This is an optimization exercise on Yosys and OpenROAD, whose aim is small area, a short achievable clock period and few clock cycles per item, not a production implementation.
The RTL was checked by simulation tests, not by an equivalence proof against the original design.
No activity file was given, so power comes from the tool's default toggle rates.

$ cat design/flow/config.mk
export PLATFORM = sky130hd
export DESIGN_NAME = window_stack_hit_test_move_to_front_top
export DESIGN_NICKNAME = window_stack_hit_test_move_to_front_top
export VERILOG_FILES = /design/flow/design.v
export SDC_FILE = /design/flow/constraint.sdc
export NUM_CORES = 4
export LEC_CHECK = 0
export CAP_MARGIN = 20
export CORE_MARGIN = 2
export CORE_UTILIZATION = 40
export PLACE_DENSITY = 0.6
export SLEW_MARGIN = 20
$ cat design/flow/constraint.sdc
create_clock -name core_clock -period 4.5 [get_ports {clk_i}]
set_input_delay 0.9000 -clock core_clock [delete_from_list [all_inputs] [get_ports {clk_i}]]
set_output_delay 0.9000 -clock core_clock [all_outputs]
set_load 0.01 [all_outputs]
$ cat design/flow/design.v
`timescale 1ns / 1ps
package wsht_pkg;
  localparam int unsigned ID_W = 5;
  localparam logic OP_LOAD  = 1'b0;
  localparam logic OP_CLICK = 1'b1;
  typedef struct packed {
    logic probe;   
    logic load;    
    logic move;    
  } wsht_ctrl_t;
endpackage
`timescale 1ns / 1ps
module wsht_cell
#(
  parameter int unsigned COORD_BITS = 12
) (
  input  logic                  clk_i,
  input  logic                  we_i,
  input  logic [COORD_BITS-1:0] xl_i,
  input  logic [COORD_BITS-1:0] yl_i,
  input  logic [COORD_BITS-1:0] xh_i,
  input  logic [COORD_BITS-1:0] yh_i,
  input  logic [COORD_BITS-1:0] px_i,
  input  logic [COORD_BITS-1:0] py_i,
  output logic                  hit_o
);
  logic [COORD_BITS-1:0] xl_q, yl_q, xh_q, yh_q;
  assign hit_o = (px_i >= xl_q) && (px_i <= xh_q)
              && (py_i >= yl_q) && (py_i <= yh_q);
  always_ff @(posedge clk_i) begin
    if (we_i) begin
      xl_q <= xl_i;
      yl_q <= yl_i;
      xh_q <= xh_i;
      yh_q <= yh_i;
    end
  end
endmodule
`timescale 1ns / 1ps
module window_stack_hit_test_move_to_front_top
#(
  parameter int unsigned MAX_WINDOWS = 16,
  parameter int unsigned COORD_BITS  = 12
) (
  input  logic                  clk_i,
  input  logic                  rst_ni,
  input  logic                  in_valid_i,
  output logic                  in_ready_o,
  input  logic                  in_operation_i,
  input  logic [COORD_BITS-1:0] in_x_low_i,
  input  logic [COORD_BITS-1:0] in_y_low_i,
  input  logic [COORD_BITS-1:0] in_x_high_i,
  input  logic [COORD_BITS-1:0] in_y_high_i,
  output logic                  out_valid_o,
  input  logic                  out_ready_i,
  output logic [4:0]            out_window_id_o,
  output logic                  out_ignored_o,
  output logic                  out_store_full_o
);
  localparam int unsigned NW   = MAX_WINDOWS;
  localparam int unsigned ID_W = wsht_pkg::ID_W;
  logic                  in_ready_q;
  logic                  accept;
  logic [NW-1:0]         used_q;       
  logic [NW-1:0]         free_first;   
  logic [NW-1:0]         slot_hit;
  logic [NW-1:0]         flag_d;
  logic                  is_full;
  logic                  is_load;
  assign accept  = in_valid_i && in_ready_q;
  assign is_load = (in_operation_i == wsht_pkg::OP_LOAD);
  assign is_full = used_q[NW-1];
  for (genvar i = 0; i < NW; i++) begin : g_slot
    if (i == 0) begin : g_first
      assign free_first[i] = !used_q[i];
    end else begin : g_rest
      assign free_first[i] = !used_q[i] && used_q[i-1];
    end
    wsht_cell #(
      .COORD_BITS (COORD_BITS)
    ) u_cell (
      .clk_i (clk_i),
      .we_i  (accept && is_load && free_first[i]),
      .xl_i  (in_x_low_i),
      .yl_i  (in_y_low_i),
      .xh_i  (in_x_high_i),
      .yh_i  (in_y_high_i),
      .px_i  (in_x_low_i),
      .py_i  (in_y_low_i),
      .hit_o (slot_hit[i])
    );
  end
  assign flag_d = is_load ? free_first : (slot_hit & used_q);
  logic          s2_valid_q;    
  logic [NW-1:0] flag_q;        
  logic          s2_load_q;     
  logic          s2_click_q;
  logic          s2_full_q;     
  always_ff @(posedge clk_i or negedge rst_ni) begin
    if (!rst_ni) begin
      used_q     <= '0;
      s2_valid_q <= 1'b0;
    end else begin
      s2_valid_q <= accept;
      if (accept && is_load) used_q <= {used_q[NW-2:0], 1'b1};
    end
  end
  always_ff @(posedge clk_i) begin
    flag_q     <= accept ? flag_d : '0;
    s2_load_q  <= is_load && !is_full;
    s2_click_q <= !is_load;
    s2_full_q  <= is_load && is_full;
  end
  logic [NW-1:0] above_q [NW];
  logic [NW-1:0] top;           
  logic [NW-1:0] blocked;
  always_comb begin
    for (int i = 0; i < NW; i++) begin
      blocked[i] = 1'b0;
      for (int j = 0; j < NW; j++) begin
        if (j < i) blocked[i] = blocked[i] | (flag_q[j] &  above_q[j][i]);
        if (j > i) blocked[i] = blocked[i] | (flag_q[j] & ~above_q[i][j]);
      end
    end
  end
  assign top = s2_load_q ? flag_q : (flag_q & ~blocked);
  for (genvar i = 0; i < NW; i++) begin : g_row
    for (genvar j = i + 1; j < NW; j++) begin : g_col
      always_ff @(posedge clk_i) begin
        if (top[i] || top[j]) above_q[i][j] <= top[i];
      end
    end
  end
  logic [ID_W-1:0] res_id;
  logic            res_ign;
  logic            res_full;
  always_comb begin
    res_id = '0;
    for (int i = 0; i < NW; i++) begin
      if (top[i]) res_id = res_id | ID_W'(i + 1);
    end
  end
  assign res_ign  = s2_click_q && !(|flag_q);
  assign res_full = s2_full_q;
  localparam int unsigned QD = 3;
  localparam int unsigned EW = ID_W + 2;
  logic [EW-1:0] q_data [QD];
  logic [QD-1:0] q_valid;
  logic [EW-1:0] sh_data [QD];
  logic [QD-1:0] sh_valid;
  logic [EW-1:0] nx_data [QD];
  logic [QD-1:0] nx_valid;
  logic          pop;
  logic          put;
  assign pop = q_valid[0] && out_ready_i;
  always_comb begin
    for (int k = 0; k < QD; k++) begin
      if (pop) begin
        sh_data[k]  = (k + 1 < QD) ? q_data[(k + 1) % QD] : q_data[k];
        sh_valid[k] = (k + 1 < QD) ? q_valid[(k + 1) % QD] : 1'b0;
      end else begin
        sh_data[k]  = q_data[k];
        sh_valid[k] = q_valid[k];
      end
    end
    put = s2_valid_q;
    for (int k = 0; k < QD; k++) begin
      nx_data[k]  = sh_data[k];
      nx_valid[k] = sh_valid[k];
      if (put && !sh_valid[k]) begin
        nx_data[k]  = {res_id, res_ign, res_full};
        nx_valid[k] = 1'b1;
        put         = 1'b0;
      end
    end
  end
  always_ff @(posedge clk_i or negedge rst_ni) begin
    if (!rst_ni) begin
      q_valid    <= '0;
      in_ready_q <= 1'b1;
    end else begin
      q_valid    <= nx_valid;
      in_ready_q <= !nx_valid[QD-1] && !(accept && nx_valid[QD-2]);
    end
  end
  always_ff @(posedge clk_i) begin
    for (int k = 0; k < QD; k++) q_data[k] <= nx_data[k];
  end
  assign in_ready_o       = in_ready_q;
  assign out_valid_o      = q_valid[0];
  assign out_window_id_o  = q_data[0][EW-1:2];
  assign out_ignored_o    = q_data[0][1];
  assign out_store_full_o = q_data[0][0];
endmodule
$ cat design/flow/run.sh
#!/bin/bash
# synth_recipe.tcl (not shown) runs the flow's synth.tcl, then flattens the netlist and writes it again
# the make line also repeats each setting of config.mk as NAME=value (left out here)
make -C /OpenROAD-flow-scripts/flow DESIGN_CONFIG=/design/flow/config.mk WORK_HOME=/design/flow/orfs CLKGATE_MAP_FILE= SYNTH_SCRIPT=/design/flow/synth_recipe.tcl finish
==> results_dict.tcl, run 1 <==
set metrics [dict create \
    run_status "complete, no violations" \
    stdcell_area_mm2 0.0568 \
    worstSetupPathType "input port to flop" \
    ys_top_cells_by_area "edfxtp_1 55%, ha_1 19%, inv_1 5.7%" \
    vias 32300 \
    drv_slew 0 \
    yosysTopAreaCell "edfxtp_1" \
    num_io_pins 62 \
    postSynthAreaPerCell_um2 12.2 \
    rows 129 \
    clkSinkCount 949 \
    hpwlAfterDp_um 86100 \
    hold_buffers 0 \
    via_per_inst 5.33 \
    power_density_mw_per_mm2 404 \
    grtUsageTotal 0.202 \
    hold_viol 0 \
    syn_area_mm2 0.0499 \
    r2r_setup_slack_ps 1410 \
    antenna_found_initial 1 \
    dr.pass1.iters 20 \
    rsz0062_at_grt "no" \
    postCtsSetupBuffers 0 \
    cp_data_required_time_ps 5150 \
    worst_setup_path_start_kind "input port" \
    route.antenna.remaining_nets 0 \
    synth_top_cell_area_share 0.547 \
    place_area_mm2 0.0535 \
    tightest_slew_ps 1080 \
    synth_edf_count 909 \
    synth_fp_nets 4899 \
    grt_pass1_vias 32000 \
    period_needed_ps 3100 \
    cts-root-buf "clkbuf_16" \
    fin_cells 6059 \
    port_buffers 61 \
    regArea_mm2 0.0282 \
    fin_crit_sh 0.688 \
    avgRoutedWirePerCell_um 21.2 \
    fmax_mhz 323 \
    setup_viol 0 \
    fp.dieArea_mm2 0.128 \
    dp_slack_ps 720 \
    gr-total-overflow 0 \
    setup_ws_ps 1400 \
    skew_ps 35.8 \
    hold_path.class "flop to flop" \
    clk_path_buf_depth 3 \
    syn_inst 4078 \
    syn_to_final_growth_pct 13.8 \
    synthFlopType "edfxtp_1" \
    cts-htree-levels 3 \
    numCtsBuffers 101 \
    clk_pin_slew_ps 60 \
    relSlewSlack 0.278 \
    drive_above_1_share 0.0841 \
    grt_max_degree 50 \
    die_w_um 357 \
    core_area_mm2 0.124 \
    routed_wl_um 128000 \
    ir_worst_vdd_mv 0.295 \
    nNetsFinal 5156 \
    drc_errors 0 \
    cts-resized-gates 0 \
    die_y_um 357 \
    ys_warn_count 6 \
    crit_path_end_kind "flop" \
    synth_cell_type_count 72 \
    multi_input_area_mm2 0.0186 \
    maxCapViolCount 0 \
    postLayoutCoreUtil 0.459 \
    p_leak_nw 24.8 \
    ys_async_sr_fraction 0.0221 \
    fill_cells 11100 \
    clock_latency_ps 710 \
    yosysSeqAreaShare 0.565 \
    path_max_fanout 18 \
    synth_seq_cells 949 \
    drtIter0Drc 2703 \
    gp_congestion 0.946 \
    worst-endpoint-arrival_ps 3750 \
    grt_pass1_wl_um 195000 \
    start_util 0.403 \
    cts_tree "built" \
    place_inst 5869 \
]
## worst max-delay path, stage by stage
cell             delay, ps
clkdlybuf4s50_1        430
inv_1                   90
buf_4                  310
ha_1                   210
nor2b_1                 40
o211ai_1               150
a211oi_1                90
a2111oi_0              620
o22ai_1                270
a2111oi_0              460
or2_1                  160
## flip-flops by register name, summed over array words and instances, names as in the netlist, 3 cells and up
register	cells
above_q	120
q_data	21
used_q	16
q_valid	3
g_slot.u_cell.xl_q	192
g_slot.u_cell.yl_q	192
g_slot.u_cell.yh_q	192
g_slot.u_cell.xh_q	192
flag_q	16
## final cells by class
type,instances,area share
antenna,1,0.0000441
clock buffer,140,0.0505
clock inverter,49,0.00773
inverter,767,0.0507
multi-input combinational,2313,0.328
sequential,949,0.497
tap,1637,0.0361
timing repair buffer,203,0.0301
## cells by family (layout without fill, tap and decap cells)
kind of cell             after synthesis  in the layout  share of synthesized area
adder cells (fa/ha/maj)              768            768                      0.193
buffers and inverters                816           1159                     0.0627
other                                  0              1                          0
flip-flops                           949            949                      0.565
AND/OR/NAND/NOR                      781            781                     0.0776
AO/OA/AOI/OAI                        763            763                      0.102
multiplexers                           1              1                   0.000226
## report_power, final
part	leakage, nW	switching, W	internal (W)
sequential	8.68	0.000496	0.0107
clock	1.62	0.00351	0.00484
combinational	14.5	0.00222	0.00120
total	24.8	0.00623	0.0167
## layer usage
layer	GRT usage	vias to the layer above	part of all wire	wire length (um)
li1	-	15400	-	-
met5	0	-	0	0
met1	0.273	15800	0.45	57400
met4	0.0615	0	0.031	3930
met2	0.340	836	0.47	60600
met3	0.0278	254	0.049	6280
## final timing paths
path                                from      endpoint  cells past startpoint
hold / removal                 s2_full_q  q_data[2][0]                      0
setup reg to reg               flag_q[6]  q_data[1][4]                      7
setup / recovery           in_y_low_i[0]    flag_q[12]                     11
max in group asynchronous         rst_ni    in_ready_q                      2
hold reg to reg                s2_full_q  q_data[2][0]                      0
min in group asynchronous         rst_ni    q_valid[0]                      2
## cells in the mapped netlist (all sizes together), types with 4 or more instances
library cell,n
a32oi,4
o221ai,9
nand2b,31
a2111oi,37
nand4,97
o2111ai,23
o22ai,37
nor2b,38
o21ai,146
a211o,9
nor3,53
nand3,74
buf,24
ha,768
o21a,35
a31oi,11
nand2,319
or3,5
o211ai,54
nor2,84
a221oi,6
a22oi,35
nor4,36
o21bai,12
dfrtp,20
dfxtp,19
a211oi,35
a21o,59
clkbuf,25
o31ai,19
or4,7
nor3b,26
edfxtp,909
inv,767
a21boi,5
a21oi,213
## through the flow
| step | hold slack [ps] | total power, W | TNS [ps] |
|---|---|---|---|
| detailed placement | 462 | 0.0148 | 0 |
| global route | 494 | 0.0239 | 0 |
| global placement | 465 | 0.0147 | 0 |
| CTS | 477 | 0.0231 | 0 |
| floorplan | 426 | 0.0132 | -474470 |
| finish | 476 | 0.0229 | 0 |
## layout by cell type (no fill, tap or decap), drive strengths merged, types with 12 or more instances in the layout
master / instances
a2111oi: 37
a211oi: 35
a21o: 59
a21oi: 213
a22oi: 35
buf: 165
clkbuf: 140
clkdlybuf4s50: 38
clkinv: 36
dfrtp: 20
dfxtp: 19
edfxtp: 909
ha: 768
inv: 769
nand2: 319
nand2b: 31
nand3: 74
nand4: 97
nor2: 84
nor2b: 38
nor3: 53
nor3b: 26
nor4: 36
o2111ai: 23
o211ai: 54
o21a: 35
o21ai: 146
o21bai: 12
o22ai: 37
o31ai: 19
Testbench counts, summed over its fixed seeds: cycles 4,816, items 4,800.
==> run 2: changes to the inputs <==
--- a/design/flow/design.v
+++ b/design/flow/design.v
@@ -26,6 +26,15 @@
 );
   logic [COORD_BITS-1:0] xl_q, yl_q, xh_q, yh_q;
-  assign hit_o = (px_i >= xl_q) && (px_i <= xh_q)
-              && (py_i >= yl_q) && (py_i <= yh_q);
+  function automatic logic ge(input logic [COORD_BITS-1:0] a,
+                              input logic [COORD_BITS-1:0] b);
+    logic r;
+    r = 1'b1;
+    for (int i = 0; i < COORD_BITS; i++) begin
+      r = (a[i] & ~b[i]) | ((a[i] | ~b[i]) & r);
+    end
+    ge = r;
+  endfunction
+  assign hit_o = ge(px_i, xl_q) && ge(xh_q, px_i)
+              && ge(py_i, yl_q) && ge(yh_q, py_i);
   always_ff @(posedge clk_i) begin
     if (we_i) begin
--- a/design/flow/config.mk
+++ b/design/flow/config.mk
@@ -6,7 +6,9 @@
 export NUM_CORES = 4
 export LEC_CHECK = 0
+export ABC_CLOCK_PERIOD_IN_PS = 2200
 export CAP_MARGIN = 20
 export CORE_MARGIN = 2
 export CORE_UTILIZATION = 40
 export PLACE_DENSITY = 0.6
+export SETUP_SLACK_MARGIN = 2.3
 export SLEW_MARGIN = 20
==> results_dict.tcl, run 2 <==
set metrics [dict create \
    tightest_slew_ps 1100 \
    syn_inst 3111 \
    ys_top_cells_by_area "edfxtp_1 66%, maj3_1 6.7%, nand2_1 2.7%" \
    reg2reg_depth 11 \
    layout_common_cells "909 x edfxtp_1, 280 x nand2_1, 212 x buf_4" \
    synth.most_common_cell "edfxtp_1" \
    rows 118 \
    fin_crit_sh 0.735 \
    grt_pass1_wl_um 190000 \
    cts-htree-levels 3 \
    hold_start "in_x_low_i[3]" \
    grt_max_degree 52 \
    num_io_pins 62 \
    synth_seq_cells 949 \
    postSynthAreaPerCell_um2 13.4 \
    cp_data_required_time_ps 5110 \
    finalPower_w 0.0232 \
    clk_pin_slew_ps 60 \
    drtIter0Drc 3440 \
    worst_setup_path_start_kind "flop" \
    numCtsBuffers 104 \
    route.antenna.remaining_nets 0 \
    worstSetupPathType "flop to flop" \
    r2r_start "g_slot[0].u_cell.xl_q[0]" \
    hold_buffers 0 \
    yosysSeqAreaShare 0.677 \
    routed_wl_um 133000 \
    drc_errors 0 \
    relSlewSlack 0.264 \
    synth_common_cells "909 x edfxtp_1, 302 x nand2_1, 277 x maj3_1, 173 x inv_1, 126 x clkbuf_1" \
    whs_path_depth 1 \
    place_inst 4552 \
    p_leak_nw 18.1 \
    nNetsFinal 3494 \
    gr-total-overflow 0 \
    gp_congestion 0.929 \
    fill_cells 8782 \
    grtUsageTotal 0.242 \
    synthFlopType "edfxtp_1" \
    port_buffers 61 \
    syn_to_final_growth_pct 24.8 \
    drv_slew 0 \
    fp.dieArea_mm2 0.107 \
    power_density_mw_per_mm2 446 \
    fin_cells 4910 \
    worst-endpoint-arrival_ps 3910 \
    core_area_mm2 0.103 \
    fmax_mhz 302 \
    cp-startpoint "g_slot[0].u_cell.xl_q[0]" \
    ys_warn_count 6 \
    synth_fp_nets 3164 \
    rsz0062_at_grt "yes" \
    ys_async_sr_fraction 0.0221 \
    synth_edf_count 909 \
    setup_viol 0 \
    postLayoutCoreUtil 0.503 \
    grt_pass1_vias 27200 \
    die_w_um 327 \
    hpwlAfterDp_um 79500 \
    hold_viol 0 \
    run_status "complete, no violations" \
    period_needed_ps 3310 \
    clkPwrFrac 0.374 \
    drive_above_1_share 0.262 \
    p_seq_frac 0.474 \
    p_int_w 0.0170 \
    dp_slack_ps -313 \
    clock_latency_ps 700 \
    cts-root-buf "clkbuf_16" \
    clkSinkCount 949 \
    synth_top_cell_area_share 0.656 \
    synth_cell_type_count 83 \
    ir_worst_vdd_mv 0.337 \
    setup_ws_ps 1190 \
    final_common_cell "edfxtp_1" \
    avgRoutedWirePerCell_um 27.0 \
    syn_area_mm2 0.0416 \
    via_per_inst 5.86 \
    crit_path_end_kind "flop" \
    p_sw_frac 0.268 \
    switchingPower_w 0.00622 \
    dr.pass1.iters 7 \
    die_y_um 327 \
    combPwrFrac 0.152 \
    hold_path.class "input port to flop" \
    cts_tree "built" \
    maxCapViolCount 0 \
    start_util 0.403 \
    clk_path_buf_depth 3 \
    path_max_fanout 1 \
    skew_ps 38.1 \
    antenna_found_initial 4 \
    vias 28800 \
    yosysTopAreaCell "edfxtp_1" \
]
[run 2: cells by family after synthesis]
logic type | Yosys count | share of synthesized area
flip-flops | 949 | 0.677
AND/OR/NAND/NOR | 785 | 0.0925
AO/OA/AOI/OAI | 711 | 0.121
buffers and inverters | 351 | 0.0326
adder cells (fa/ha/maj) | 314 | 0.0766
multiplexers | 1 | 0.000270
[run 2: layout make-up]
| cell class | instances | area (um^2) | share of cell area |
|---|---|---|---|
| multi-input combinational | 1812 | 13600 | 0.261 |
| inverter | 182 | 813 | 0.0156 |
| sequential | 949 | 28300 | 0.544 |
| clock inverter | 59 | 676 | 0.0130 |
| timing repair inverter | 7 | 50.0 | 0.000963 |
| antenna | 2 | 5.00 | 0.0000963 |
| clock buffer | 134 | 2800 | 0.0538 |
| timing repair buffer | 385 | 4100 | 0.0788 |
| tap | 1380 | 1730 | 0.0332 |
[run 2: path summary, 6_finish.rpt]
path	to	slack [ps]
max	flag_q[0]	1190
min reg2reg	q_data[1][1]	520
min	g_slot[8].u_cell.xl_q[3]	510
max in group asynchronous	in_ready_q	3600
min in group asynchronous	q_valid[2]	600
max reg2reg	flag_q[0]	1190
[run 2: timing repair]
item / in CTS / in global routing
setup endpoints to repair: 1054 / 372
pin swaps: 119 / 121
resized for setup: 358 / 194
endpoints found under the hold margin: 0 / 0
buffers inserted: 86 / 45
cloned: 23 / 9
[run 2: routing by layer]
metal / up-vias / wire length [um] / track usage
met5: - / 11 / 0
met4: 2 / 7020 / 0.112
met3: 329 / 9780 / 0.0400
met2: 1334 / 60400 / 0.375
met1: 14400 / 55400 / 0.333
li1: 12700 / - / -
[run 2: worst max-delay path, stage by stage (launching register included)]
cell and delay (ps):
edfxtp_1 340, nor2b_1 130, maj3_2 300, maj3_2 310
maj3_2 310, maj3_2 300, maj3_2 300, maj3_2 330
maj3_2 350, a311oi_2 240, buf_4 180, o22a_1 130
[run 2: through the flow]
stage	hold slack (ps)	cell area (um^2)	TNS, ps
after floorplan	426	42100	0
after global placement	498	45100	-666
after detailed placement	513	45100	-736
after CTS	529	50800	0
after global routing	486	52000	0
final	508	52000	0
[run 2: power by group through the flow]
stage	Sequential, W	Clock [W]	Combinational [W]
after floorplan	0.0110	0	0.00163
after global placement	0.0111	0	0.00276
after detailed placement	0.0111	0	0.00279
after CTS	0.0110	0.00878	0.00324
after global routing	0.0110	0.00913	0.00372
final	0.0110	0.00866	0.00352
Testbench counts of run 2, summed over its fixed seeds: cycles 4,816, items 4,800.
==> run 3: changes to the inputs <==
--- a/design/flow/config.mk
+++ b/design/flow/config.mk
@@ -6,9 +6,7 @@
 export NUM_CORES = 4
 export LEC_CHECK = 0
-export ABC_CLOCK_PERIOD_IN_PS = 2200
 export CAP_MARGIN = 20
 export CORE_MARGIN = 2
 export CORE_UTILIZATION = 40
 export PLACE_DENSITY = 0.6
-export SETUP_SLACK_MARGIN = 2.3
 export SLEW_MARGIN = 20
==> results_dict.tcl, run 3 <==
set metrics [dict create \
    postSynthAreaPerCell_um2 13.4 \
    syn_inst 3111 \
    dp_slack_ps -387 \
    cp_data_required_time_ps 5130 \
    fmax_mhz 241 \
    run_status "complete, no violations" \
    cp_cell_sequence "clkdlybuf4s50_1 -> inv_4 -> buf_4 -> maj3_1 -> maj3_1 -> maj3_1 -> maj3_1 -> maj3_2 -> o21bai_1 -> o311ai_0 -> a21o_1 -> o21bai_1" \
    dr.pass1.iters 6 \
    ys_warn_count 6 \
    worst-endpoint-arrival_ps 4780 \
    synth_cell_type_count 83 \
    vias 27400 \
    synth_fp_nets 3164 \
    routed_wl_um 121000 \
    via_per_inst 5.77 \
    fin_crit_sh 0.922 \
    hold_path.class "input port to async pin" \
    grt_pass1_wl_um 177000 \
    ys_top_cells_by_area "edfxtp_1 66%, maj3_1 6.7%, nand2_1 2.7%" \
    final_common_cell "edfxtp_1" \
    synth_edf_count 909 \
    ys_async_sr_fraction 0.0221 \
    port_buffers 61 \
    yosysSeqAreaShare 0.677 \
    nNetsFinal 3343 \
    worstSetupPathType "input port to flop" \
    synthFlopType "edfxtp_1" \
    rsz0062_at_grt "no" \
    clock_latency_ps 700 \
    synthAdderAreaFrac 0.0766 \
    clkSinkCount 949 \
    relSlewSlack 0.308 \
    ir_worst_vdd_mv 0.314 \
    crit_path_frequent_cell "maj3_1" \
    cts-resized-gates 0 \
    die_w_um 327 \
    rows 118 \
    synthSimpleGateAreaFrac 0.0925 \
    layout_common_cells "909 x edfxtp_1, 302 x nand2_1, 277 x maj3_1" \
    start_util 0.403 \
    grtUsageTotal 0.223 \
    skew_ps 52.9 \
    maxCapViolCount 0 \
    drc_errors 0 \
    crit_path_end_kind "flop" \
    antenna_found_initial 2 \
    gp_congestion 0.908 \
    cp.buffers_inverters 3 \
    syn_area_mm2 0.0416 \
    synth.mux.area_fraction 0.000271 \
    setup_ws_ps 351 \
    avgRoutedWirePerCell_um 25.4 \
    synth_top_cell_area_share 0.656 \
    synth_seq_cells 949 \
    synth_common_cells "909 x edfxtp_1, 302 x nand2_1, 277 x maj3_1, 173 x inv_1, 126 x clkbuf_1" \
    cts-root-buf "clkbuf_16" \
    yosysTopAreaCell "edfxtp_1" \
    synthXorXnorAreaFrac 0 \
    numCtsBuffers 102 \
    tightest_slew_ps 1020 \
    slowest_stage "clkdlybuf4s50_1" \
    syn_to_final_growth_pct 16.1 \
    drv_slew 0 \
    hpwlAfterDp_um 80100 \
    drtIter0Drc 3333 \
    hold_buffers 0 \
    whs_ps 197 \
    postCtsSetupBuffers 0 \
    synth.most_common_cell "edfxtp_1" \
    die_y_um 327 \
    gr-total-overflow 0 \
    hold_viol 0 \
    worst_setup_path_start_kind "input port" \
    core_area_mm2 0.103 \
    num_io_pins 62 \
    cts-htree-levels 3 \
    cts_tree "built" \
    grt_max_degree 51 \
    route.antenna.remaining_nets 0 \
    p_leak_nw 16.7 \
    critPathTopFamily "adder cells" \
    synth_top_family_by_area "compound AO/OA/AOI/OAI gates" \
    postLayoutCoreUtil 0.468 \
    fp.dieArea_mm2 0.107 \
    slowest_delay_ps 600 \
    synth-compound-area-share 0.121 \
    period_needed_ps 4150 \
    drive_above_1_share 0.121 \
    grt_pass1_vias 26300 \
    clk_path_buf_depth 3 \
    path_max_fanout 10 \
    clk_pin_slew_ps 60 \
    power_density_mw_per_mm2 455 \
    setup_viol 0 \
]
run 3: per-layer routing:
metal,vias to the layer above,track usage,routed length (um)
li1,12300,-,-
met1,13700,0.315,52400
met2,1154,0.347,55000
met3,229,0.0325,8500
met4,2,0.0917,4920
met5,-,0,10
run 3: final timing paths:
kind / to / depth (start not counted) / slack [ps] / start
setup / recovery: flag_q[13] / 12 / 350 / in_y_low_i[1]
hold / removal: used_q[14] / 1 / 200 / rst_ni
setup reg to reg: flag_q[2] / 9 / 980 / g_slot[2].u_cell.xl_q[0]
hold reg to reg: q_data[0][2] / 2 / 510 / q_data[1][2]
max in group asynchronous: used_q[10] / 1 / 3900 / rst_ni
min in group core_clock: q_data[0][2] / 2 / 510 / q_data[1][2]
run 3: layout make-up:
type	count	area, um^2
fillers	9083	55000
well taps	1380	1730
flip-flops and latches	949	28200
inverters	182	686
repair buffers	244	2230
diodes	2	5.00
clock inverters	63	562
clock buffers	125	2730
multi-input cells	1811	12200
run 3: stage by stage:
stage               instance area, um^2  setup TNS, ps  power, W  instances
global route                      48300              0    0.0227       4754
CTS                               48300              0    0.0221       4754
global placement                  45000          -1640    0.0139       4566
finish                            48300              0    0.0220       4756
detailed placement                45000          -2210    0.0139       4566
floorplan                         41600        -458260    0.0125       3111
run 3: worst reg2reg max path, cell delays in order (launching register included):
cell      delay [ps]
edfxtp_1         350
nor2b_1          140
maj3_1           370
maj3_1           360
maj3_1           360
maj3_1           370
maj3_2           340
maj3_1           440
a211oi_1         510
o211a_1          230
run 3: logic make-up (layout without fill, tap and decap cells):
family	count (synthesis)	count (layout)
multiplexers	1	1
buffers and inverters	351	614
flip-flops	949	949
adder cells (fa/ha/maj)	314	314
other	0	2
AND/OR/NAND/NOR	785	785
AO/OA/AOI/OAI	711	711
run 3: power by group:
group	internal (W)	total (W)	switching [W]	leakage, nW
Clock	0.00463	0.00821	0.00358	1.59
Sequential	0.0105	0.0110	0.000470	8.68
Combinational	0.000976	0.00276	0.00178	6.43
==> run 4: changes to the inputs <==
--- a/design/flow/design.v
+++ b/design/flow/design.v
@@ -26,11 +26,22 @@
 );
   logic [COORD_BITS-1:0] xl_q, yl_q, xh_q, yh_q;
+  localparam int unsigned GRP = 4;
+  localparam int unsigned NG  = (COORD_BITS + GRP - 1) / GRP;
   function automatic logic ge(input logic [COORD_BITS-1:0] a,
                               input logic [COORD_BITS-1:0] b);
-    logic r;
+    logic [NG-1:0] g_gt, g_ge;
+    logic          r;
+    for (int k = 0; k < NG; k++) begin
+      g_gt[k] = 1'b0;
+      g_ge[k] = 1'b1;
+      for (int i = 0; i < GRP; i++) begin
+        if (k * GRP + i < COORD_BITS) begin
+          g_gt[k] = (a[k*GRP+i] & ~b[k*GRP+i]) | ((a[k*GRP+i] | ~b[k*GRP+i]) & g_gt[k]);
+          g_ge[k] = (a[k*GRP+i] & ~b[k*GRP+i]) | ((a[k*GRP+i] | ~b[k*GRP+i]) & g_ge[k]);
+        end
+      end
+    end
     r = 1'b1;
-    for (int i = 0; i < COORD_BITS; i++) begin
-      r = (a[i] & ~b[i]) | ((a[i] | ~b[i]) & r);
-    end
+    for (int k = 0; k < NG; k++) r = g_gt[k] | (g_ge[k] & r);
     ge = r;
   endfunction
--- a/design/flow/config.mk
+++ b/design/flow/config.mk
@@ -6,7 +6,9 @@
 export NUM_CORES = 4
 export LEC_CHECK = 0
+export ABC_CLOCK_PERIOD_IN_PS = 2200
 export CAP_MARGIN = 20
 export CORE_MARGIN = 2
 export CORE_UTILIZATION = 40
 export PLACE_DENSITY = 0.6
+export SETUP_SLACK_MARGIN = 2.3
 export SLEW_MARGIN = 20
==> results_dict.tcl, run 4 <==
set metrics [dict create \
    run_status "complete, no violations" \
    die_y_um 331 \
    clkSinkCount 949 \
    rsz0062_at_grt "yes" \
    start_util 0.402 \
    worstSetupPathType "flop to flop" \
    switchingPower_w 0.00666 \
    ys_top_cells_by_area "edfxtp_1 64%, maj3_1 8.4%, nand2_1 2.7%" \
    avgRoutedWirePerCell_um 30.1 \
    whs_ps 412 \
    fp.dieArea_mm2 0.110 \
    r2r_start "g_slot[8].u_cell.yh_q[0]" \
    yosysTopAreaCell "edfxtp_1" \
    synth_fp_nets 3319 \
    gr-total-overflow 0 \
    grtUsageTotal 0.266 \
    fmax_mhz 368 \
    dp_slack_ps -71.3 \
    power_density_mw_per_mm2 434 \
    cts-htree-levels 3 \
    via_per_inst 6.02 \
    yosysSeqAreaShare 0.658 \
    synth.most_common_cell "edfxtp_1" \
    synth_common_cells "909 x edfxtp_1, 361 x maj3_1, 308 x nand2_1, 161 x inv_1, 152 x o21ai_0" \
    tightest_slew_ps 1270 \
    numCtsBuffers 101 \
    syn_to_final_growth_pct 27.6 \
    gp_congestion 0.956 \
    synth_edf_count 909 \
    cts-root-buf "clkbuf_16" \
    p_leak_nw 18.8 \
    layout_common_cells "909 x edfxtp_1, 266 x maj3_1, 244 x nand2_1" \
    ys_async_sr_fraction 0.0221 \
    r2r_setup_slack_ps 1780 \
    clk_path_buf_depth 3 \
    hold_buffers 0 \
    maxCapViolCount 0 \
    dr.pass1.iters 6 \
    hold_path.class "input port to flop" \
    rows 120 \
    routed_wl_um 153000 \
    fin_crit_sh 0.604 \
    p_seq_frac 0.468 \
    clk_pin_slew_ps 60 \
    setup_ws_ps 1780 \
    clkPwrFrac 0.354 \
    drtIter0Drc 3651 \
    cp-startpoint "g_slot[8].u_cell.yh_q[0]" \
    clock_latency_ps 720 \
    vias 30700 \
    nNetsFinal 3673 \
    postLayoutCoreUtil 0.513 \
    combPwrFrac 0.178 \
    place_inst 4696 \
    syn_area_mm2 0.0429 \
    setup_viol 0 \
    period_needed_ps 2720 \
    port_buffers 61 \
    relSlewSlack 0.153 \
    fin_cells 5106 \
    hpwlAfterDp_um 95600 \
    crit_end "flag_q[8]" \
    grt_max_degree 62 \
    grt_pass1_wl_um 211000 \
    num_io_pins 62 \
    hold_viol 0 \
    antenna_found_initial 3 \
    r2r-end "flag_q[8]" \
    syn_inst 3266 \
    drv_slew 0 \
    cp_data_required_time_ps 5090 \
    die_w_um 331 \
    final_common_cell "edfxtp_1" \
    grt_pass1_vias 29000 \
    drive_above_1_share 0.273 \
    p_int_w 0.0171 \
    ir_worst_vdd_mv 0.390 \
    synth_cell_type_count 87 \
    fill_cells 8940 \
    p_sw_frac 0.281 \
    worst_setup_path_start_kind "flop" \
    crit_path_end_kind "flop" \
    reg2reg_depth 8 \
    worst-endpoint-arrival_ps 3310 \
    path_max_fanout 2 \
    synth_top_cell_area_share 0.637 \
    stdcell_area_mm2 0.0547 \
    core_area_mm2 0.107 \
    postSynthAreaPerCell_um2 13.1 \
    cts_tree "built" \
    synthFlopType "edfxtp_1" \
    route.antenna.remaining_nets 0 \
    ys_warn_count 6 \
    place_area_mm2 0.0460 \
    drc_errors 0 \
    synth_seq_cells 949 \
    skew_ps 76.5 \
]
==> run 4: cell types whose count changed in the layout (fill, tap and decap cells not counted), moves of 28 or more <==
cell	change
nand2_1	-58
nand2_2	+34
buf_12	+38
inv_1	-49
nor2b_1	+41
buf_6	+86
maj3_2	+87
nand2_4	+28
clkdlybuf4s50_1	-30
==> run 4: power by group through the flow <==
stage	Sequential [W]	Combinational [W]	Clock, W
detailed placement	0.0112	0.00304	0
finish	0.0111	0.00422	0.00839
floorplan	0.0110	0.00174	0
global route	0.0112	0.00441	0.00879
global placement	0.0112	0.00301	0
CTS	0.0111	0.00370	0.00846
==> run 4: worst max-delay path, cell delays in order (launching register included) <==
cell      delay, ps
edfxtp_1        350
nand2b_1        150
maj3_1          360
maj3_1          360
maj3_2          320
a221oi_4        470
o21ai_2         180
nor4b_2         190
a41o_1          220
==> run 4: final cells by class <==
cell class                      instances  area [um^2]  share of cell area
Timing Repair Buffer                  423         5170              0.0945
Antenna cell                            2         5.00           0.0000916
Inverter                              171          837              0.0153
Clock inverter                         56          626              0.0114
Multi-Input combinational cell       1962        15200               0.279
Clock buffer                          128         2690              0.0492
Sequential cell                       949        28200               0.517
Tap cell                             1403         1760              0.0321
Timing Repair inverter                 12          111             0.00204
==> run 4: worst min-delay path by stage <==
stage               slack [ps]     startpoint                        end  cells past startpoint
global placement           470      s2_full_q               q_data[2][0]                      0
detailed placement         460      s2_full_q               q_data[2][0]                      0
finish                     410  in_y_low_i[0]  g_slot[11].u_cell.yl_q[0]                      1
global route               390  in_y_low_i[0]  g_slot[11].u_cell.yl_q[0]                      1
floorplan                  430      s2_full_q               q_data[2][0]                      0
CTS                        370  in_y_low_i[0]  g_slot[11].u_cell.yl_q[0]                      1
==> run 4: what timing repair did <==
| action | 4_1_cts | 5_1_grt |
|---|---|---|
| gates resized for setup | 547 | 285 |
| gates cloned | 31 | 20 |
| pin swaps | 129 | 105 |
| buffers inserted | 128 | 45 |
| setup endpoints to repair | 1056 | 409 |
==> run 4: metrics by stage <==
stage                     TNS (ps)  power, W
after floorplan                  0    0.0128
after global placement        -614    0.0142
after detailed placement     -71.3    0.0143
after CTS                        0    0.0232
after global routing             0    0.0244
final                            0    0.0237
==> run 4: logic make-up after synthesis <==
group | synth area share
compound gates | 0.115
flops | 0.658
fa+ha+maj | 0.0922
buf+inv | 0.0351
mux | 0.000263
simple gates | 0.0994
==> run 4: routing by layer <==
metal	vias up	routed length, um	track usage
met5	-	0	0
met4	0	10300	0.135
met3	478	14300	0.0543
met2	1681	70800	0.429
met1	15400	58000	0.341
li1	13200	-	-
Testbench counts of run 4, summed over its fixed seeds: cycles 4,816, items 4,800.
==> run 5: changes to the inputs <==
==> design/flow/flow/run.sh (new file) <==
#!/bin/bash
# Standard layout (the standard.sh, standard synthesis unchanged) with two
# resizer options changed: repair may swap a cell for any footprint, and the
# port buffers are plain buffers instead of delay cells.
set -uo pipefail
bash standard.sh MATCH_CELL_FOOTPRINT=0 \
  "BUFFER_PORTS_ARGS=-buffer_cell sky130_fd_sc_hd__buf_4" \
  finish > standard.log 2>&1
==> design/flow/standard.sh (new file) <==
#!/bin/bash
# synth_recipe.tcl (not shown) runs the flow's synth.tcl, then flattens the netlist and writes it again
# the make line also repeats each setting of config.mk as NAME=value (left out here)
make -C /OpenROAD-flow-scripts/flow DESIGN_CONFIG=/design/flow/config.mk WORK_HOME=/design/flow/orfs CLKGATE_MAP_FILE= SYNTH_SCRIPT=/design/flow/synth_recipe.tcl "${@:-finish}"
removed: design/flow/run.sh
==> results_dict.tcl, run 5 <==
set metrics [dict create \
    run_status "complete, no violations" \
    synth_fp_nets 3319 \
    crit_path_end_kind "flop" \
    skew_ps 53.5 \
    cp_data_required_time_ps 5140 \
    synth.most_common_cell "edfxtp_1" \
    synth_cell_type_count 87 \
    path_max_fanout 2 \
    r2r_start "g_slot[8].u_cell.xl_q[8]" \
    place_area_mm2 0.0456 \
    p_leak_nw 18.4 \
    reg2reg_depth 9 \
    gp_congestion 0.962 \
    synth_seq_cells 949 \
    nNetsFinal 3635 \
    clock_latency_ps 710 \
    synth_top_cell_area_share 0.637 \
    cts-htree-levels 3 \
    drc_errors 0 \
    fill_cells 9092 \
    fmax_mhz 381 \
    yosysSeqAreaShare 0.658 \
    drtIter0Drc 3960 \
    setup_viol 0 \
    dr.pass1.iters 6 \
    hold_viol 0 \
    layout_common_cells "909 x edfxtp_1, 276 x maj3_1, 257 x nand2_1" \
    r2r_setup_slack_ps 1870 \
    worst-endpoint-arrival_ps 3260 \
    routed_wl_um 149000 \
    synth_edf_count 909 \
    synth_common_cells "909 x edfxtp_1, 361 x maj3_1, 308 x nand2_1, 161 x inv_1, 152 x o21ai_0" \
    worstSetupPathType "flop to flop" \
    drv_slew 0 \
    fin_crit_sh 0.584 \
    clk_path_buf_depth 3 \
    ys_top_cells_by_area "edfxtp_1 64%, maj3_1 8.4%, nand2_1 2.7%" \
    cts_tree "built" \
    numCtsBuffers 101 \
    grtUsageTotal 0.260 \
    avgRoutedWirePerCell_um 29.3 \
    antenna_found_initial 5 \
    core_area_mm2 0.107 \
    regArea_mm2 0.0283 \
    rsz0062_at_grt "yes" \
    tightest_slew_ps 1210 \
    synthFlopType "edfxtp_1" \
    tns_ps 0 \
    clkSinkCount 949 \
    yosysTopAreaCell "edfxtp_1" \
    stdcell_area_mm2 0.0535 \
    ys_async_sr_fraction 0.0221 \
    die_w_um 331 \
    relSlewSlack 0.191 \
    ys_warn_count 6 \
    cts-root-buf "clkbuf_16" \
    port_buffers 61 \
    route.antenna.remaining_nets 0 \
    place_inst 4683 \
    via_per_inst 5.98 \
    power_density_mw_per_mm2 438 \
    grt_max_degree 51 \
    ir_worst_vdd_mv 0.418 \
    worst_setup_path_start_kind "flop" \
    clk_pin_slew_ps 60 \
    rows 120 \
    syn_to_final_growth_pct 24.9 \
    grt_pass1_vias 28700 \
    hold_path.class "input port to async pin" \
    drive_above_1_share 0.264 \
    postSynthAreaPerCell_um2 13.1 \
    r2r-end "flag_q[8]" \
    period_needed_ps 2630 \
    gr-total-overflow 0 \
    multi_input_area_mm2 0.0149 \
    fin_cells 5075 \
    maxCapViolCount 0 \
    grt_pass1_wl_um 206000 \
    postLayoutCoreUtil 0.502 \
    die_y_um 331 \
    final_common_cell "edfxtp_1" \
    start_util 0.402 \
    syn_inst 3266 \
    num_io_pins 62 \
    fp.dieArea_mm2 0.110 \
    syn_area_mm2 0.0429 \
    hpwlAfterDp_um 95400 \
    vias 30400 \
]
[run 5: area by class of cell]
type,count,share of cell area
Inverter,171,0.0161
Clock buffer,138,0.0513
Timing Repair inverter,10,0.00143
Multi-Input combinational cell,1961,0.279
Antenna cell,2,0.0000935
Tap cell,1403,0.0328
Timing Repair Buffer,388,0.0800
Sequential cell,949,0.528
Clock inverter,53,0.0114
[run 5: report_power, final]
part / leakage (nW) / internal (W) / switching (W) / total [W]
Combinational: 8.09 / 0.00153 / 0.00236 / 0.00388
Sequential: 8.67 / 0.0106 / 0.000540 / 0.0111
Clock: 1.62 / 0.00487 / 0.00358 / 0.00845
Total: 18.4 / 0.0170 / 0.00648 / 0.0234
[run 5: kinds of logic after synthesis]
group | count (synthesis) | synth area share
buffers and inverters | 356 | 0.0351
multiplexers | 1 | 0.000263
adder cells (fa/ha/maj) | 391 | 0.0922
flip-flops | 949 | 0.658
AND/OR/NAND/NOR | 848 | 0.0994
AO/OA/AOI/OAI | 721 | 0.115
[run 5: worst max path at each step]
stage | to | cells past startpoint | startpoint
after floorplan | flag_q[9] | 6 | in_valid_i
after global placement | flag_q[12] | 9 | in_y_low_i[1]
after detailed placement | flag_q[12] | 9 | in_y_low_i[2]
after CTS | flag_q[12] | 8 | g_slot[12].u_cell.yh_q[0]
after global routing | flag_q[2] | 8 | g_slot[2].u_cell.yl_q[0]
final | flag_q[8] | 9 | g_slot[8].u_cell.xl_q[8]
[run 5: layer usage]
metal	part of all wire	global-route usage
met1	0.39	0.343
met2	0.46	0.416
met3	0.090	0.0484
met4	0.059	0.125
met5	0.00022	0
[run 5: per-stage QoR]
stage | total power [W] | worst slack, ps | hold WS [ps]
2_1_floorplan | 0.0128 | 1390 | 426
3_3_place_gp | 0.0142 | 262 | 466
3_5_place_dp | 0.0142 | 537 | 468
4_1_cts | 0.0230 | 1890 | 48.4
5_1_grt | 0.0241 | 1840 | 80.2
6_report | 0.0234 | 1870 | 84.7
[run 5: what timing repair did]
item                       in CTS  in global routing
setup endpoints to repair     886                676
buffers inserted               97                 69
pin swaps                     104                 85
gates resized for setup       389                290
cloned                         23                 10
hold buffers                    0                  0
[run 5: worst max-delay path, stage by stage (launching register included)]
cell and delay (ps):
edfxtp_1 370, nand2b_1 160, maj3_1 360, maj3_1 360, o211ai_1 100, buf_4 190
o32a_1 150, nand4_1 340, nor4b_2 350, a41o_1 180

==> afterwards: timing with drivers on the ports <==
In the flow no input, the clock included, has a driving cell. The finished layouts below were timed again as built, in two steps.
Step 1 (the two cells are an assumption about what drives the block):
set clk [get_ports {clk_i}]
set_driving_cell -lib_cell sky130_fd_sc_hd__clkbuf_16 $clk
set_driving_cell -lib_cell sky130_fd_sc_hd__buf_2 [delete_from_list [all_inputs] $clk]
Step 2 also shifts input and output timing later by t, the mid clock arrival at the registers, as if the neighbouring blocks saw the same clock.
a / b / c = no drivers / after step 1 / after step 2; a / b = the first two.
run | t (ns) | setup slack, ns | hold slack, ns | clock arrival spread, ns | worst slew at a driven data input, ns
run 1 | 0.760 | 1.402 / 1.408 / 0.688 | 0.476 / 0.476 / 0.476 | 0.038 / 0.037 | 0.05
run 2 | 0.758 | 1.194 / 1.194 / 0.493 | 0.508 / 0.466 / 0.524 | 0.043 / 0.043 | 0.12
run 3 | 0.744 | 0.351 / 0.391 / -0.353 | 0.197 / 0.154 / 0.513 | 0.053 / 0.053 | 0.13
run 4 | 0.752 | 1.780 / 1.715 / 0.962 | 0.412 / 0.494 / 0.494 | 0.079 / 0.079 | 0.19
run 5 | 0.759 | 1.873 / 1.826 / 1.067 | 0.085 / 0.040 / 0.475 | 0.054 / 0.054 | 0.25
With both steps, setup timing fails in run 3, where it was met with ideal ports. The setup slack of run 4, which loses most, moves by -0.065 ns with the drivers and by -0.818 ns with both steps.
